What follows belongs to an exercise in optimizing a design on an open flow for small area, a short achievable clock period and few clock cycles per item; a production flow would make more cautious choices. In this exercise RTL edits were held to simulation tests only and were not proved equivalent to the original. Power and IR drop assume default switching activity.

<file path="config.mk">
export PLATFORM = sky130hd
export DESIGN_NAME = modrm_address_register_stack_unit
export DESIGN_NICKNAME = modrm_address_register_stack_unit
export VERILOG_FILES = /design/flow/design.v
export SDC_FILE = /design/flow/constraint.sdc
export NUM_CORES = 4
export LEC_CHECK = 0
export CAP_MARGIN = 20
export CORE_MARGIN = 2
export CORE_UTILIZATION = 55
export SETUP_SLACK_MARGIN = 4.5
export SLEW_MARGIN = 20
</file>
<file path="run.sh">
#!/bin/bash
# synth_recipe.tcl (not shown) runs the flow's synth.tcl, then flattens the netlist and writes it again
# the make line also repeats each setting of config.mk as NAME=value (left out here)
make -C /OpenROAD-flow-scripts/flow DESIGN_CONFIG=/design/flow/config.mk WORK_HOME=/design/flow/orfs CLKGATE_MAP_FILE= SYNTH_SCRIPT=/design/flow/synth_recipe.tcl finish
</file>
<file path="design.v">
package mars_pkg;
  localparam int StackBytesDef = 256;
  localparam logic [2:0] OP_READ  = 3'd0;
  localparam logic [2:0] OP_WRITE = 3'd1;
  localparam logic [2:0] OP_EA    = 3'd2;
  localparam logic [2:0] OP_PUSH  = 3'd3;
  localparam logic [2:0] OP_POP   = 3'd4;
  localparam logic [2:0] REG_BX = 3'd3;
  localparam logic [2:0] REG_SP = 3'd4;
  localparam logic [2:0] REG_BP = 3'd5;
  localparam logic [2:0] REG_SI = 3'd6;
  localparam logic [2:0] REG_DI = 3'd7;
  localparam logic [1:0] MOD_NODISP = 2'd0;
  localparam logic [1:0] MOD_DISP8  = 2'd1;
  localparam logic [1:0] MOD_DISP16 = 2'd2;
  localparam logic [1:0] MOD_REG    = 2'd3;
  localparam logic [2:0] RM_DIRECT = 3'b110;
endpackage
module mars_dp (
  input  logic        clk_i,
  input  logic        rst_ni,
  input  logic        clr_i,
  input  logic        vb_i,
  input  logic [2:0]  op_i,
  input  logic [2:0]  reg_i,
  input  logic        wide_i,
  input  logic [15:0] value_i,
  input  logic [1:0]  mode_i,
  input  logic [2:0]  rm_i,
  input  logic [7:0]  disp_lo_i,
  input  logic [7:0]  disp_hi_i,
  output logic [15:0] read_data_o,
  output logic [15:0] address_o,
  output logic        is_register_o,
  output logic [1:0]  disp_bytes_o,
  output logic        stack_fault_o
);
  logic [2:0]  op_q, rg_q, rm_q;
  logic        wide_q;
  logic [15:0] value_q;
  logic [1:0]  mode_q;
  logic [7:0]  dlo_q, dhi_q;
  always_ff @(posedge clk_i) begin
    op_q    <= op_i;
    rg_q    <= reg_i;
    wide_q  <= wide_i;
    value_q <= value_i;
    mode_q  <= mode_i;
    rm_q    <= rm_i;
    dlo_q   <= disp_lo_i;
    dhi_q   <= disp_hi_i;
  end
  logic [15:0] rf_q [8];
  logic        is_rd, is_wr, is_ea, is_push, is_pop;
  logic [2:0]  sel, base_sel;
  logic [15:0] rv, base, idx;
  logic [15:0] sp;
  logic        sp_hi_zero, sp_le_top, sp_ge_n, sp_pop_fits;
  logic        push_ok, pop_ok, fault_b;
  logic [7:0]  sp_dn, a8;
  logic [8:0]  sp_up;
  logic        direct;
  assign is_rd   = vb_i & (op_q == mars_pkg::OP_READ);
  assign is_wr   = vb_i & (op_q == mars_pkg::OP_WRITE);
  assign is_ea   = vb_i & (op_q == mars_pkg::OP_EA);
  assign is_push = vb_i & (op_q == mars_pkg::OP_PUSH);
  assign is_pop  = vb_i & (op_q == mars_pkg::OP_POP);
  assign sel = wide_q ? rg_q : {1'b0, rg_q[1:0]};
  assign rv  = rf_q[sel];
  assign sp          = rf_q[mars_pkg::REG_SP];
  assign sp_hi_zero  = (sp[15:9] == 7'd0);
  assign sp_le_top   = sp_hi_zero & (~sp[8] | (sp[7:0] == 8'd0));
  assign sp_ge_n     = (sp[15:1] != 15'd0) | (sp[0] & ~wide_q);
  assign sp_pop_fits = sp_hi_zero & ~sp[8] & ~(wide_q & (sp[7:0] == 8'hFF));
  assign push_ok     = is_push & sp_le_top & sp_ge_n;
  assign pop_ok      = is_pop & sp_pop_fits;
  assign fault_b     = (is_push & ~(sp_le_top & sp_ge_n)) | (is_pop & ~sp_pop_fits);
  assign sp_dn       = sp[7:0] - {6'd0, wide_q, ~wide_q};
  assign sp_up       = {1'b0, sp[7:0]} + {7'd0, wide_q, ~wide_q};
  assign a8          = is_push ? sp_dn : sp[7:0];
  always_ff @(posedge clk_i or negedge rst_ni) begin
    if (!rst_ni) begin
      for (int i = 0; i < 8; i++) begin
        rf_q[i] <= (3'(i) == mars_pkg::REG_SP) ? 16'(mars_pkg::StackBytesDef) : 16'd0;
      end
    end else begin
      for (int i = 0; i < 8; i++) begin
        if (is_wr && sel == 3'(i) && (wide_q || rg_q[2])) begin
          rf_q[i][15:8] <= wide_q ? value_q[15:8] : value_q[7:0];
        end else if (3'(i) == mars_pkg::REG_SP && (push_ok || pop_ok)) begin
          rf_q[i][15:8] <= {7'd0, pop_ok & sp_up[8]};
        end
        if (is_wr && sel == 3'(i) && (wide_q || !rg_q[2])) begin
          rf_q[i][7:0] <= value_q[7:0];
        end else if (3'(i) == mars_pkg::REG_SP && (push_ok || pop_ok)) begin
          rf_q[i][7:0] <= push_ok ? sp_dn : sp_up[7:0];
        end
      end
    end
  end
  always_comb begin
    case (rm_q)
      3'd0, 3'd1, 3'd7: base_sel = mars_pkg::REG_BX;
      3'd2, 3'd3, 3'd6: base_sel = mars_pkg::REG_BP;
      3'd4:             base_sel = mars_pkg::REG_SI;
      default:          base_sel = mars_pkg::REG_DI;
    endcase
  end
  assign base   = rf_q[base_sel];
  assign idx    = rm_q[2] ? 16'd0 : (rm_q[0] ? rf_q[mars_pkg::REG_DI] : rf_q[mars_pkg::REG_SI]);
  assign direct = (mode_q == mars_pkg::MOD_NODISP) && (rm_q == mars_pkg::RM_DIRECT);
  logic [15:0] rd_b, sum_b, disp_b;
  logic [1:0]  db_b;
  logic        isr_b;
  always_comb begin
    rd_b = 16'd0;
    if (is_rd) begin
      rd_b = wide_q ? rv : rg_q[2] ? {8'd0, rv[15:8]} : {8'd0, rv[7:0]};
    end
    sum_b  = 16'd0;
    disp_b = 16'd0;
    db_b   = 2'd0;
    isr_b  = 1'b0;
    if (is_ea) begin
      if (mode_q == mars_pkg::MOD_REG) begin
        isr_b = 1'b1;
      end else if (direct) begin
        disp_b = {dhi_q, dlo_q};
        db_b   = 2'd2;
      end else begin
        sum_b = base + idx;
        case (mode_q)
          mars_pkg::MOD_DISP8: begin
            disp_b = {{8{dlo_q[7]}}, dlo_q};
            db_b   = 2'd1;
          end
          mars_pkg::MOD_DISP16: begin
            disp_b = {dhi_q, dlo_q};
            db_b   = 2'd2;
          end
          default: ;
        endcase
      end
    end
  end
  logic [15:0] rd_c, sum_c, disp_c;
  logic [1:0]  db_c;
  logic        isr_c, flt_c, pop_c, wide_c, a0_c, we_e_c, we_o_c;
  logic [6:0]  ie_c, io_c;
  logic [7:0]  de_c, do_c;
  always_ff @(posedge clk_i) begin
    rd_c   <= rd_b;
    sum_c  <= sum_b;
    disp_c <= disp_b;
    db_c   <= db_b;
    isr_c  <= isr_b;
    flt_c  <= fault_b;
    pop_c  <= pop_ok;
    wide_c <= wide_q;
    a0_c   <= a8[0];
    ie_c   <= 7'((9'(a8) + 9'd1) >> 1);
    io_c   <= a8[7:1];
    de_c   <= a8[0] ? value_q[15:8] : value_q[7:0];
    do_c   <= a8[0] ? value_q[7:0] : value_q[15:8];
    we_e_c <= push_ok & (~a8[0] | wide_q);
    we_o_c <= push_ok & (a8[0] | wide_q);
  end
  logic [1023:0] bank_e, bank_o;
  logic [7:0]    rd_e, rd_o, pop_lo, pop_hi;
  for (genvar i = 0; i < 128; i++) begin : g_stack
    always_ff @(posedge clk_i) begin
      if (clr_i || (we_e_c && ie_c == 7'(i))) begin
        bank_e[8*i +: 8] <= clr_i ? 8'd0 : de_c;
      end
      if (clr_i || (we_o_c && io_c == 7'(i))) begin
        bank_o[8*i +: 8] <= clr_i ? 8'd0 : do_c;
      end
    end
  end
  assign rd_e   = bank_e[8*ie_c +: 8];
  assign rd_o   = bank_o[8*io_c +: 8];
  assign pop_lo = a0_c ? rd_o : rd_e;
  assign pop_hi = wide_c ? (a0_c ? rd_e : rd_o) : 8'd0;
  always_ff @(posedge clk_i) begin
    read_data_o   <= pop_c ? {pop_hi, pop_lo} : rd_c;
    address_o     <= sum_c + disp_c;
    is_register_o <= isr_c;
    disp_bytes_o  <= db_c;
    stack_fault_o <= flt_c;
  end
endmodule
module mars_ctrl (
  input  logic clk_i,
  input  logic rst_ni,
  input  logic start,
  output logic busy,
  output logic clr_o,    
  output logic take_o,   
  output logic vb_o,     
  output logic vc_o,     
  output logic done_o
);
  logic clr_q, vb_q, vc_q, done_q;
  assign take_o = start & ~clr_q;
  always_ff @(posedge clk_i or negedge rst_ni) begin
    if (!rst_ni) begin
      clr_q  <= 1'b1;
      vb_q   <= 1'b0;
      vc_q   <= 1'b0;
      done_q <= 1'b0;
    end else begin
      clr_q  <= 1'b0;
      vb_q   <= take_o;
      vc_q   <= vb_q;
      done_q <= vc_q;
    end
  end
  assign busy   = clr_q;
  assign clr_o  = clr_q;
  assign vb_o   = vb_q;
  assign vc_o   = vc_q;
  assign done_o = done_q;
endmodule
module modrm_address_register_stack_unit (
  input  logic        clk_i,
  input  logic        rst_ni,
  input  logic        start,
  output logic        busy,
  input  logic [2:0]  op_i,
  input  logic [2:0]  reg_i,
  input  logic        wide_i,
  input  logic [15:0] value_i,
  input  logic [1:0]  mode_i,
  input  logic [2:0]  rm_i,
  input  logic [7:0]  disp_lo_i,
  input  logic [7:0]  disp_hi_i,
  output logic        done_o,
  output logic [15:0] read_data_o,
  output logic [15:0] address_o,
  output logic        is_register_o,
  output logic [1:0]  disp_bytes_o,
  output logic        stack_fault_o
);
  logic clr, take, vb, vc;
  mars_ctrl u_ctrl (
    .clk_i  (clk_i),
    .rst_ni (rst_ni),
    .start  (start),
    .busy   (busy),
    .clr_o  (clr),
    .take_o (take),
    .vb_o   (vb),
    .vc_o   (vc),
    .done_o (done_o)
  );
  mars_dp u_dp (
    .clk_i         (clk_i),
    .rst_ni        (rst_ni),
    .clr_i         (clr),
    .vb_i          (vb),
    .op_i          (op_i),
    .reg_i         (reg_i),
    .wide_i        (wide_i),
    .value_i       (value_i),
    .mode_i        (mode_i),
    .rm_i          (rm_i),
    .disp_lo_i     (disp_lo_i),
    .disp_hi_i     (disp_hi_i),
    .read_data_o   (read_data_o),
    .address_o     (address_o),
    .is_register_o (is_register_o),
    .disp_bytes_o  (disp_bytes_o),
    .stack_fault_o (stack_fault_o)
  );
endmodule
</file>
<file path="constraint.sdc">
create_clock -name core_clock -period 8.0 [get_ports {clk_i}]
set_input_delay 1.6000 -clock core_clock [delete_from_list [all_inputs] [get_ports {clk_i}]]
set_output_delay 1.6000 -clock core_clock [all_outputs]
set_load 0.01 [all_outputs]
</file>
==> results of run 1 <==
cells in the final DEF, fill, tap and decap left out, types with 48 or more instances in the layout:
cell	count
edfxtp_1	2048
mux4_2	471
nand2_1	291
clkbuf_16	236
nor2_1	175
dfxtp_1	144
mux2i_1	130
dfrtp_1	130
a21oi_1	129
a22oi_1	116
o21bai_1	114
a21o_1	111
o21ai_0	109
buf_4	99
mux2_2	92
clkdlybuf4s50_1	70
clkinv_1	58
clkbuf_1	55
nand3_1	48
cell families after synthesis:
logic type,count (synthesis)
DFF,2347
AOI/OAI and AO/OA,918
and+or+nand+nor,770
muxes,694
buffers and inverters,366
adders and majority gates,45
xor gates and xnor gates,36
other,1
metal layers:
metal | part of all wire [%] | vias up | global-route usage, %
met4 | 2.1 | 2 | 6.38
met1 | 43 | 26500 | 43.3
li1 | - | 21200 | -
met3 | 9.4 | 328 | 6.28
met5 | 0.0053 | - | 0
met2 | 45 | 2220 | 41.6
flip-flops by register name, summed over array words and instances, names as in the netlist, 3 cells and up:
| signal | cells |
|---|---|
| u_dp.do_c | 8 |
| u_dp.bank_o | 1024 |
| u_dp.op_q | 3 |
| u_dp.address_o | 16 |
| u_dp.bank_e | 1024 |
| u_dp.rm_q | 3 |
| u_dp.ie_c | 7 |
| u_dp.dlo_q | 8 |
| u_dp.sum_c | 16 |
| u_dp.disp_c | 16 |
| u_dp.rg_q | 3 |
| u_dp.rd_c | 16 |
| u_dp.io_c | 7 |
| u_dp.dhi_q | 8 |
| u_dp.rf_q | 128 |
| u_dp.de_c | 8 |
| u_dp.read_data_o | 16 |
| u_dp.value_q | 16 |
per-stage QoR:
step                std cells  instance area (um2)  total power, mW  setup WS (ps)  utilization (%)
floorplan                5177                93700             22.3           3240                -
global placement         7263                96900             25.2           3480             57.2
detailed placement       7266                97000             25.3           3500             57.3
CTS                      7738               105000             36.2           4500             62.2
global route             7745               106000             37.5           4400             62.4
finish                   7745               106000             36.2           4450             62.4
area by class of cell:
class,instances,share of cell area (%)
clock buffer,301,5.90
clock inverter,135,1.07
inverter,46,0.172
multi-input combinational,2464,23.2
sequential,2347,64.6
tap,2218,2.63
timing repair buffer,234,2.44
what timing repair did:
item                                   4_1_cts  5_1_grt
gates cloned                                 7        1
resized for setup                          118       51
setup endpoints to repair                  852      354
pin swaps                                    4        7
endpoints found under the hold margin        0        0
buffers inserted                            29        5
power by group:
| group | internal [mW] | switching (mW) |
|---|---|---|
| Sequential | 15.7 | 0.567 |
| Clock | 5.94 | 4.62 |
| Combinational | 3.75 | 5.63 |
| Total | 25.4 | 10.8 |
worst max-delay path by stage:
stage	depth (start not counted)	startpoint	slack, ps	end
after global routing	10	u_dp.io_c[1]	4400	u_dp.read_data_o[3]
after floorplan	3	u_ctrl.clr_q	3240	u_dp.bank_e[0]
after detailed placement	9	u_dp.io_c[1]	3500	u_dp.read_data_o[5]
final	10	u_dp.io_c[1]	4450	u_dp.read_data_o[3]
after global placement	9	u_dp.io_c[1]	3480	u_dp.read_data_o[5]
after CTS	10	u_dp.io_c[1]	4500	u_dp.read_data_o[5]
critical path: stages (launching register included):
cell     delay (ps)
dfxtp_4         380
buf_12          140
buf_6           300
buf_8           370
mux4_2          370
a22o_1          240
o21ai_0         250
o21ai_0         410
o311a_1         600
a22oi_1         180
o21ai_0         100
==> out/metrics.cfg, run 1 <==
[timing]
rsz0062_at_grt = true
tns_ps = 0
worst_pin_slew_ps = 1230
setup_viol = 0
hold_ws_ps = 326
hold_viol = 0
fin_crit_sh_pct = 44.4
clock_skew_ps = 37.4
min_period_ps = 3550
fmax_mhz = 281
slew_headroom_pct = 18.0
drv_slew = 0

[synth]
syn-cell-area_um2 = 93700
ys.flop_type = edfxtp_1
synth_simple_gate_area_share_pct = 3.79
synthTopCellsByArea = edfxtp_1 66%, mux4_2 11%, dfxtp_1 3.6%, dfrtp_1 3.5%, mux2i_1 1.4%
yosysMostFrequentCell = edfxtp_1
ys_seq_area_share_pct = 72.7
synth_mux_area_share_pct = 13.8
synth_top_family_by_area = multiplexers
yosys.area_share.xor_xnor_pct = 0.336
synth_common_cells = 2048 x edfxtp_1, 471 x mux4_2, 292 x nand2_1, 186 x nor2_1, 179 x clkbuf_1
syn_area_per_cell_um2 = 18.1
ys_types = 77
yosys.area.top_type_share_pct = 65.6
synthCells = 5177
synth-seq-cells = 2347
synth_edf_count = 2048
yosys_warnings = 3
syn_nets = 5269
synth_compound_area_share_pct = 6.87
async_reset_ff_share_pct = 5.62
yosysTopAreaCell = edfxtp_1
synth-adder-area-share_pct = 0.633

[power]
p_leak_nw = 37.5
ir_worst_vdd_mv = 0.264
power_density_nw_per_um2 = 343

[global_routing]
grt_overflow = 0
grtUsageTotal_pct = 28.2
antenna_found_initial = 11
grt_max_degree = 109
grt_pass1_wl_um = 352000
grt_pass1_vias = 49300

[worst_setup_path]
rr_startpoint = u_dp.io_c[1]
reg2reg_depth = 10
end_kind = flip-flop
critPathRequiredTime_ps = 8710
regToRegEndpoint = u_dp.read_data_o[3]
worst_setup_path_start_kind = flip-flop
critical_path_class = flip-flop to flip-flop
rrSetupSlack_ps = 4450
critPathMaxFanout = 42
critPathArrivalTime_ps = 4260

[die]
ios = 85
fp.dieW_um = 417
die_y_um = 417
core-area_um2 = 169000
fp.dieArea_um2 = 174000
initial_core_util_pct = 55.4
rows = 151

[placed_design]
place.gp.congestion = 0.892
dp_hpwl_um = 151000
numPortBuffers = 84

[clocking]
cts.sinks = 2347
clk_path_buf_depth = 3
clock-root-buffer = clkbuf_16
cts_made_buffers = 231
clk_latency_ps = 860
cts_tree = built
htree_num_levels = 4
clk_pin_slew_ps = 60
ctsHoldBuffers = 0

[cells_and_area]
syn_to_final_growth_pct = 12.7
final_layout_size_suffix_gt1_share_pct = 21.8
finalNetCount = 5416
n_fill_cell = 12100
diodes = 0
seq_area_um2 = 68200
multi_input_area_um2 = 24500

[job]
cap_violations = 0

[route]
antenna_left = 0
wl_per_cell_um = 31.5
drt_drc_violations_left = 0
dr.pass1.iters = 6
drt_first_iter_violations = 6241
dr_total_vias = 50200
vias_per_cell = 6.49
finalWirelength_um = 244000

[outcome]
outcome = no timing/DRC/antenna violations

[worst_hold_path]
hold_class = flip-flop to flip-flop
hold_end = u_dp.stack_fault_o
holdPathStages = 0
hold_start = u_dp.flt_c

Testbench counts, summed over its fixed seeds: cycles 32,024, items 32,000.
==> run 2: changes to the inputs <==
--- a/config.mk
+++ b/config.mk
@@ -9,4 +9,3 @@
 export CORE_MARGIN = 2
-export CORE_UTILIZATION = 55
-export SETUP_SLACK_MARGIN = 4.5
+export CORE_UTILIZATION = 40
 export SLEW_MARGIN = 20
==> out/metrics.cfg, run 2 <==
[timing]
hold_viol = 0  ; unchanged
drv_slew = 0  ; unchanged
fin_ws_ps = 3530  ; -913 ps
tns_ps = 0  ; unchanged
min_period_ps = 4470  ; +913 ps
fmax_mhz = 224  ; -20%
rsz0062_at_grt = false
slew_headroom_pct = 21.0  ; +3.0 points
worst_pin_slew_ps = 1180  ; -49.3 ps
setup_viol = 0  ; unchanged
fin_crit_sh_pct = 55.8  ; +11 points
clock_skew_ps = 81.6  ; +44.2 ps

[clocking]
htree_num_levels = 4  ; unchanged
clock-root-buffer = clkbuf_16
clk_pin_slew_ps = 60  ; about the same
clk_latency_ps = 900  ; +40 ps
ctsHoldBuffers = 0  ; unchanged
cts_setup_buffers = 0  ; -100%
ctsResizeCount = 0  ; -100%
cts_tree = built
cts_made_buffers = 234  ; +1.3%
cts.sinks = 2347  ; unchanged
clk_path_buf_depth = 3  ; unchanged

[cells_and_area]
final_common_cell = edfxtp_1
n_fill_cell = 19800  ; +65%
stdcell_area_um2 = 106000  ; +0.12%
final_util_pct = 45.4  ; -17 points
final_layout_size_suffix_gt1_share_pct = 19.4  ; -2.4 points
finalNetCount = 5367  ; -0.90%
syn_to_final_growth_pct = 12.8
top_regs = u_dp.bank_e (1024), u_dp.bank_o (1024), u_dp.rf_q (128)
layout_common_cells = 2048 x edfxtp_1, 471 x mux4_2, 292 x nand2_1

[worst_setup_path]
worst_setup_path_start_kind = flip-flop
critical_path_class = flip-flop to flip-flop
max_stage_delay_ps = 700  ; +100 ps
critPathMaxFanout = 99  ; +140%
critPathArrivalTime_ps = 5180  ; +920 ps
end_kind = flip-flop
critPathRequiredTime_ps = 8720  ; about the same
path_delay_family = compound AO/OA/AOI/OAI gates
cpMaxStageDelayCell = dfxtp_4
cp_num_buf_inv = 2  ; -1
crit_top_cell = o21ai_0
rrSetupSlack_ps = 3530  ; -910 ps
crit_chain = buf_12, buf_4, mux4_2, a22o_1, o21ai_0, o21ai_0, o311a_1, a22oi_1, o21ai_0

[route]
vias_per_cell = 5.75  ; -11%
finalWirelength_um = 239000  ; -1.9%
dr_total_vias = 49500  ; -1.4%
drt_drc_violations_left = 0  ; unchanged
drt_first_iter_violations = 5417  ; -13%
antenna_left = 0  ; unchanged
dr.pass1.iters = 6  ; unchanged
wl_per_cell_um = 27.8  ; -12%

[power]
ir_worst_vdd_mv = 0.245  ; -7.0%
p_leak_nw = 36.9  ; -1.4%
power_density_nw_per_um2 = 341  ; -0.61%
power_mw = 36.0  ; -0.49%

[die]
fp.dieArea_um2 = 238000  ; +37%
initial_core_util_pct = 40.3  ; -15 points
core-area_um2 = 233000  ; +37%
die_y_um = 488  ; +17%
rows = 177  ; +17%
ios = 85  ; unchanged
fp.dieW_um = 488  ; +17%

[job]
cap_violations = 0  ; unchanged

[placed_design]
dpl_worst_slack_ps = 3570  ; +64.3 ps
dp_hpwl_um = 148000  ; -2.0%
numPortBuffers = 84  ; unchanged
place.gp.congestion = 0.836  ; -6.3%
dpl-instance-area_um2 = 98000  ; +1.0%

[worst_hold_path]
hold_class = flip-flop to flip-flop

[synth]
yosys.area.top_type_share_pct = 65.6  ; unchanged
synthCells = 5177  ; unchanged
ys_seq_area_share_pct = 72.7  ; unchanged
syn_nets = 5269  ; unchanged
syn-cell-area_um2 = 93700  ; unchanged
syn_area_per_cell_um2 = 18.1  ; unchanged
async_reset_ff_share_pct = 5.62  ; unchanged
yosys_warnings = 3  ; unchanged
yosysTopAreaCell = edfxtp_1
ys.flop_type = edfxtp_1
synthTopCellsByArea = edfxtp_1 66%, mux4_2 11%, dfxtp_1 3.6%, dfrtp_1 3.5%, mux2i_1 1.4%
synth-seq-cells = 2347  ; unchanged
synth_common_cells = 2048 x edfxtp_1, 471 x mux4_2, 292 x nand2_1, 186 x nor2_1, 179 x clkbuf_1
ys_types = 77  ; unchanged
synth_edf_count = 2048  ; unchanged
yosysMostFrequentCell = edfxtp_1

[global_routing]
grt_pass1_wl_um = 349000  ; -0.82%
grt_overflow = 0  ; unchanged
antenna_found_initial = 7  ; -4
grtUsageTotal_pct = 19.9  ; -8.3 points
grt_pass1_vias = 49400  ; +0.14%
grt_max_degree = 125  ; +15%

[outcome]
outcome = no timing/DRC/antenna violations

## run 2: kinds of logic after synthesis
kind of cell / after synthesis / share of synthesized area, %
AOI/OAI and AO/OA: 918 / 6.87
adders and majority gates: 45 / 0.633
and+or+nand+nor: 770 / 3.79
buffers and inverters: 366 / 1.83
xor gates and xnor gates: 36 / 0.336
DFF: 2347 / 72.7
muxes: 694 / 13.8
other: 1 / 0.00400
## run 2: routing by layer
| metal | track usage, % | share of wire (%) | vias up |
|---|---|---|---|
| met1 | 28.6 | 43 | 26200 |
| met2 | 31.4 | 47 | 1893 |
| met3 | 3.30 | 6.9 | 391 |
| met5 | 0 | 0.0067 | - |
| li1 | - | - | 21100 |
| met4 | 5.55 | 2.7 | 2 |
## run 2: worst paths after layout
path,cells after the start,endpoint,start
min,0,u_dp.stack_fault_o,u_dp.flt_c
min in group asynchronous,1,u_ctrl.done_q,rst_ni
max reg2reg,9,u_dp.read_data_o[11],u_dp.io_c[0]
max in group asynchronous,2,u_dp.rf_q[1][2],rst_ni
max,9,u_dp.read_data_o[11],u_dp.io_c[0]
min reg2reg,0,u_dp.stack_fault_o,u_dp.flt_c
## run 2: metrics by stage
stage / hold WS (ps) / instances
after floorplan: 310 / 5177
after global placement: 319 / 8164
after detailed placement: 321 / 8166
after CTS: 263 / 8603
after global routing: 270 / 8609
final: 273 / 8609
## run 2: area by class of cell
type                    count  area [um2]  area share [%]
multi-input cells        2464       24100            22.8
well taps                3132        3920            3.71
flip-flops and latches   2347       68200            64.5
diodes                      1        2.50         0.00237
clock buffers             301        6250            5.91
clock inverters           136        1370            1.29
repair buffers            182        1740            1.64
inverters                  46         173           0.163
## run 2: report_power, final
group | leakage, nW | internal [mW] | switching, mW
Sequential | 24.1 | 15.7 | 0.680
Clock | 3.70 | 6.11 | 4.75
Combinational | 9.18 | 3.42 | 5.36
Total | 36.9 | 25.2 | 10.8

what the ideal ports hide:
Ports are ideal in the flow. The routed layouts listed here were re-timed in OpenROAD.
Step 1: set_driving_cell puts a clkbuf_16 on clk_i and a buf_2 on each other input, an assumption about the parent block.
Step 2 also shifts input and output timing later by t, the mid clock arrival at the registers, as if the neighbouring blocks saw the same clock.
a / b / c = no drivers / after step 1 / after step 2; a / b = the first two.
run | shift t [ns] | slack for setup (ns) | worst hold slack (ns) | slew at the worst register clock pin (ns) | cell pins on the clock port's net
run 1 | 0.927 | 4.448 / 4.448 / 4.448 | 0.326 / 0.326 / 0.326 | 0.06 / 0.06 | 1
run 2 | 0.936 | 3.535 / 3.535 / 3.535 | 0.273 / 0.273 / 0.273 | 0.07 / 0.07 | 1
After both steps setup and hold are still met in every run listed.
